This design comes from an exercise in tuning for small area on the open sky130 flow, not from production work.
Function was checked by simulation only, so behaviour that the tests miss may differ from the original.

==> flow/design.v <==
package udp_tx_cfg_pkg;
    localparam int unsigned PAYLOAD_BYTES = 18;
    localparam int unsigned FRAME_BYTES = 60;
    localparam int unsigned PREAMBLE_NIBBLES = 16;
    localparam int unsigned FRAME_NIBBLES    = 2 * FRAME_BYTES;
    localparam int unsigned FCS_NIBBLES      = 8;
    localparam int unsigned GAP_NIBBLES      = 24;
    localparam int unsigned NIBBLE_DIVIDER = 4;
    typedef logic [6:0] nibble_idx_t;
    typedef logic [$clog2(NIBBLE_DIVIDER)-1:0] div_count_t;
    typedef enum logic [2:0] {
        PHASE_IDLE,
        PHASE_BUILD,
        PHASE_CHECKSUM,
        PHASE_PREAMBLE,
        PHASE_FRAME,
        PHASE_FCS,
        PHASE_GAP
    } tx_phase_e;
    typedef struct packed {
        logic [31:0] src_ip;
        logic [47:0] src_mac;
        logic [15:0] src_port;
        logic [31:0] dest_ip;
        logic [47:0] dest_mac;
        logic [15:0] dest_port;
    } udp_request_t;
    typedef struct packed {
        logic       en;
        logic       strobe;
        logic [3:0] d;
    } mii_tx_t;
endpackage
import udp_tx_cfg_pkg::*;
module udp_tx_top (
    input  logic                                       clk,
    input  logic                                       reset,
    input  logic                                       send,
    input  udp_tx_cfg_pkg::udp_request_t               request,
    input  logic [udp_tx_cfg_pkg::PAYLOAD_BYTES*8-1:0] payload,
    output logic                                       ready,
    output udp_tx_cfg_pkg::mii_tx_t                    tx
);
    localparam int RING = 336;
    logic [1:0] div;
    logic       tick;
    logic       busy;        
    logic       s1, s2;      
    logic       run;         
    logic [7:0] n;           
    logic [1:0] v;           
    logic [9:0] pos;
    assign pos = {n, div - 2'd1};
    logic accept;
    assign accept = send & ready;
    always_ff @(posedge clk) begin
        if (reset) begin
            div  <= '0;
            tick <= 1'b0;
        end else begin
            div  <= div + 2'd1;
            tick <= (div == 2'd3);
        end
    end
    always_ff @(posedge clk) begin
        if (reset) begin
            ready <= 1'b1;
            busy  <= 1'b0;
            s1    <= 1'b0;
            s2    <= 1'b0;
            run   <= 1'b0;
            n     <= '0;
        end else begin
            s1 <= accept;
            s2 <= s1;
            if (s2) begin
                run <= 1'b1;
            end
            if (run && tick) begin
                if (n == 8'd167) begin
                    run   <= 1'b0;
                    ready <= 1'b1;
                    busy  <= 1'b0;
                    n     <= '0;
                end else begin
                    n <= n + 8'd1;
                end
            end
            if (accept) begin
                ready <= 1'b0;
                busy  <= 1'b1;
            end
        end
    end
    always_ff @(posedge clk) begin
        if (ready) begin
            v <= div;
        end
    end
    logic [1:0] sel;
    assign sel = {v[1], ~v[0]};
    logic [479:0] fdata;
    assign fdata = {request.dest_mac, request.src_mac, 16'h0, 80'h0, 16'h0,
                    request.src_ip, request.dest_ip, request.src_port, request.dest_port,
                    32'h0, payload};
    logic [RING-1:0] ring;
    logic [RING-1:0] ring_in;
    for (genvar q = 0; q < RING; q++) begin : g_map
        localparam int TF = (q < 144) ? (479 - q) : (q < 240) ? (447 - q) : (335 - q);
        assign ring_in[q] = fdata[(59 - TF / 8) * 8 + TF % 8];
    end
    localparam int CS_W = 146;
    logic [RING-1:0] ring_prev;
    logic            cs_wr, cs_sum;
    always_comb begin
        ring_prev = {ring[RING-2:0], ring[RING-1]};
        if (cs_wr) begin
            ring_prev[CS_W] = cs_sum;
        end
    end
    always_ff @(posedge clk) begin
        ring <= ~((ring_in | {RING{busy}}) & (ring_prev | {RING{ready}}));
    end
    logic corr;
    assign corr = pos[0] ^ sel[0];
    logic tap_a, tap_b, tap_c;
    assign tap_a = ring[62 + sel] ^ corr;
    assign tap_b = ring[174 + sel] ^ corr;
    assign tap_c = ring[206 + sel] ^ corr;
    localparam logic [15:0] CSUM_INIT = 16'h4C44;
    logic cy;
    logic cs_init, cs_first, cs_win, cs_d, cs_a;
    assign cs_init  = (pos < 10'd160);
    assign cs_first = (pos < 10'd176);
    assign cs_win   = (pos < 10'd224);
    assign cs_wr    = !cs_init && (pos < 10'd240);
    assign cs_d     = cs_win & tap_a;
    assign cs_a     = cs_first ? CSUM_INIT[pos[3:0]] : ring[CS_W + 15];
    assign cs_sum   = cs_a ^ cs_d ^ cy;
    always_ff @(posedge clk) begin
        if (cs_init) begin
            cy <= 1'b0;
        end else begin
            cy <= (cs_a & cs_d) | (cs_a & cy) | (cs_d & cy);
        end
    end
    logic cs_out;
    assign cs_out = ring[CS_W + 31];
    logic [8:0] tf;
    assign tf = 9'(pos - 10'd64);
    logic [7:0] kbyte;
    always_comb begin
        case (tf[8:3])
            6'd12:   kbyte = 8'h08;
            6'd14:   kbyte = 8'h45;
            6'd15:   kbyte = 8'h0C;
            6'd17:   kbyte = 8'h2E;
            6'd22:   kbyte = 8'hFF;
            6'd23:   kbyte = 8'h11;
            6'd39:   kbyte = 8'h1A;
            default: kbyte = 8'h00;
        endcase
    end
    logic [31:0] crc;
    logic        s;
    always_comb begin
        if (pos < 10'd64) begin
            s = ~pos[0] | (pos[5:0] == 6'd63);
        end else if (pos < 10'd160) begin
            s = tap_a;
        end else if (pos < 10'd256) begin
            s = kbyte[tf[2:0]];
        end else if (pos < 10'd272) begin
            s = ~cs_out;
        end else if (pos < 10'd368) begin
            s = tap_b;
        end else if (pos < 10'd400) begin
            s = kbyte[tf[2:0]];
        end else if (pos < 10'd544) begin
            s = tap_c;
        end else begin
            s = ~crc[0];
        end
    end
    localparam logic [31:0] POLY = 32'hEDB88320;
    logic in_frame, fb;
    assign in_frame = (pos >= 10'd64) && (pos < 10'd544);
    assign fb       = crc[0] ^ s;
    always_ff @(posedge clk) begin
        for (int i = 0; i < 31; i++) begin
            crc[i] <= crc[i+1] ^ (POLY[i] & in_frame & fb);
        end
        crc[31] <= in_frame ? fb : 1'b1;
    end
    logic [2:0] col;
    logic       sending;
    assign sending = run && (n < 8'd144);
    always_ff @(posedge clk) begin
        col <= {s, col[2:1]};
    end
    always_ff @(posedge clk) begin
        if (reset) begin
            tx <= '0;
        end else begin
            tx.strobe <= tick && sending;
            if (tick) begin
                tx.en <= sending;
                tx.d  <= sending ? {s, col} : 4'h0;
            end
        end
    end
endmodule
Settings: LEC_CHECK=0, ABC_AREA=1, CAP_MARGIN=20, CORE_MARGIN=2, CORE_UTILIZATION=40, SLEW_MARGIN=20; clock period 10.0 ns.
standard.sh (not shown) runs the stock make flow with config.mk's settings and CLKGATE_MAP_FILE= SYNTH_SCRIPT=/design/flow/synth_recipe.tcl, a recipe that flattens the netlist after the stock synthesis.
==> flow/flow/run.sh <==
#!/bin/bash
set -euo pipefail
export BUFFER_PORTS_ARGS="-buffer_cell sky130_fd_sc_hd__buf_1"
export CTS_ARGS="-sink_clustering_enable -repair_clock_nets -dont_use_dummy_load -buf_list sky130_fd_sc_hd__clkbuf_4 -sink_clustering_size 10 -sink_clustering_max_diameter 40"
bash standard.sh > flow_make.log 2>&1
The first run finished with timing, DRC and antenna clean.
Then changed:
--- a/flow/design.v
+++ b/flow/design.v
@@ -44,10 +44,8 @@
     localparam int RING = 336;
     logic [1:0] div;
     logic       tick;
     logic       busy;        
-    logic       s1, s2;      
-    logic       run;         
     logic [7:0] n;           
     logic [1:0] v;           
     logic [9:0] pos;
     assign pos = {n, div - 2'd1};
@@ -65,31 +63,20 @@
     always_ff @(posedge clk) begin
         if (reset) begin
             ready <= 1'b1;
             busy  <= 1'b0;
-            s1    <= 1'b0;
-            s2    <= 1'b0;
-            run   <= 1'b0;
             n     <= '0;
-        end else begin
-            s1 <= accept;
-            s2 <= s1;
-            if (s2) begin
-                run <= 1'b1;
-            end
-            if (run && tick) begin
-                if (n == 8'd167) begin
-                    run   <= 1'b0;
-                    ready <= 1'b1;
-                    busy  <= 1'b0;
-                    n     <= '0;
-                end else begin
-                    n <= n + 8'd1;
-                end
-            end
-            if (accept) begin
-                ready <= 1'b0;
-                busy  <= 1'b1;
+        end else if (accept) begin
+            ready <= 1'b0;
+            busy  <= 1'b1;
+            n     <= {8{div[1]}};
+        end else if (busy && tick) begin
+            if (n == 8'd167) begin
+                ready <= 1'b1;
+                busy  <= 1'b0;
+                n     <= '0;
+            end else begin
+                n <= n + 8'd1;
             end
         end
     end
     always_ff @(posedge clk) begin
@@ -193,20 +180,23 @@
         crc[31] <= in_frame ? fb : 1'b1;
     end
     logic [2:0] col;
     logic       sending;
-    assign sending = run && (n < 8'd144);
+    assign sending = busy && (n < 8'd144);
     always_ff @(posedge clk) begin
         col <= {s, col[2:1]};
     end
+    logic en_q;
+    logic [3:0] d_q;
     always_ff @(posedge clk) begin
         if (reset) begin
-            tx <= '0;
-        end else begin
-            tx.strobe <= tick && sending;
-            if (tick) begin
-                tx.en <= sending;
-                tx.d  <= sending ? {s, col} : 4'h0;
-            end
-        end
-    end
+            en_q <= 1'b0;
+            d_q  <= '0;
+        end else if (tick) begin
+            en_q <= sending;
+            d_q  <= sending ? {s, col} : 4'h0;
+        end
+    end
+    assign tx.en     = en_q;
+    assign tx.strobe = en_q && (div == 2'd1);
+    assign tx.d      = d_q;
 endmodule
=> Wire length is higher by 6.8%; worst hold slack loses 0.017 ns; cell area barely changes; clock skew is lower by 0.0098 ns; synthesized cell count is higher by 1.0%.

==> static timing again, ports no longer ideal <==
No port has a modelled driver above. Below, the same layouts with a new extraction and two added sets of constraints.
Step 1 assumes that a clkbuf_16 drives the clock port and a buf_2 every other input.
Step 2 moves the port delays by t, midway between the first and last clock arrival at a register: inputs arrive t later, outputs are due t later. That takes back most of the time a late clock gives input paths.
Slacks: ideal ports / drivers / drivers and shift; pairs: ideal ports / drivers.
| run | shift t [ns] | slack for setup (ns) | clock arrival spread, ns | worst data-port slew with drivers (ns) | pins driven straight from the clock port |
|---|---|---|---|---|---|
| the first run | 0.676 | 6.582 / 6.541 / 6.771 | 0.108 / 0.108 | 0.07 | 1 |
| the second run | 0.702 | 6.290 / 6.243 / 6.563 | 0.078 / 0.077 | 0.09 | 1 |
After both steps setup and hold are still met in every run listed.
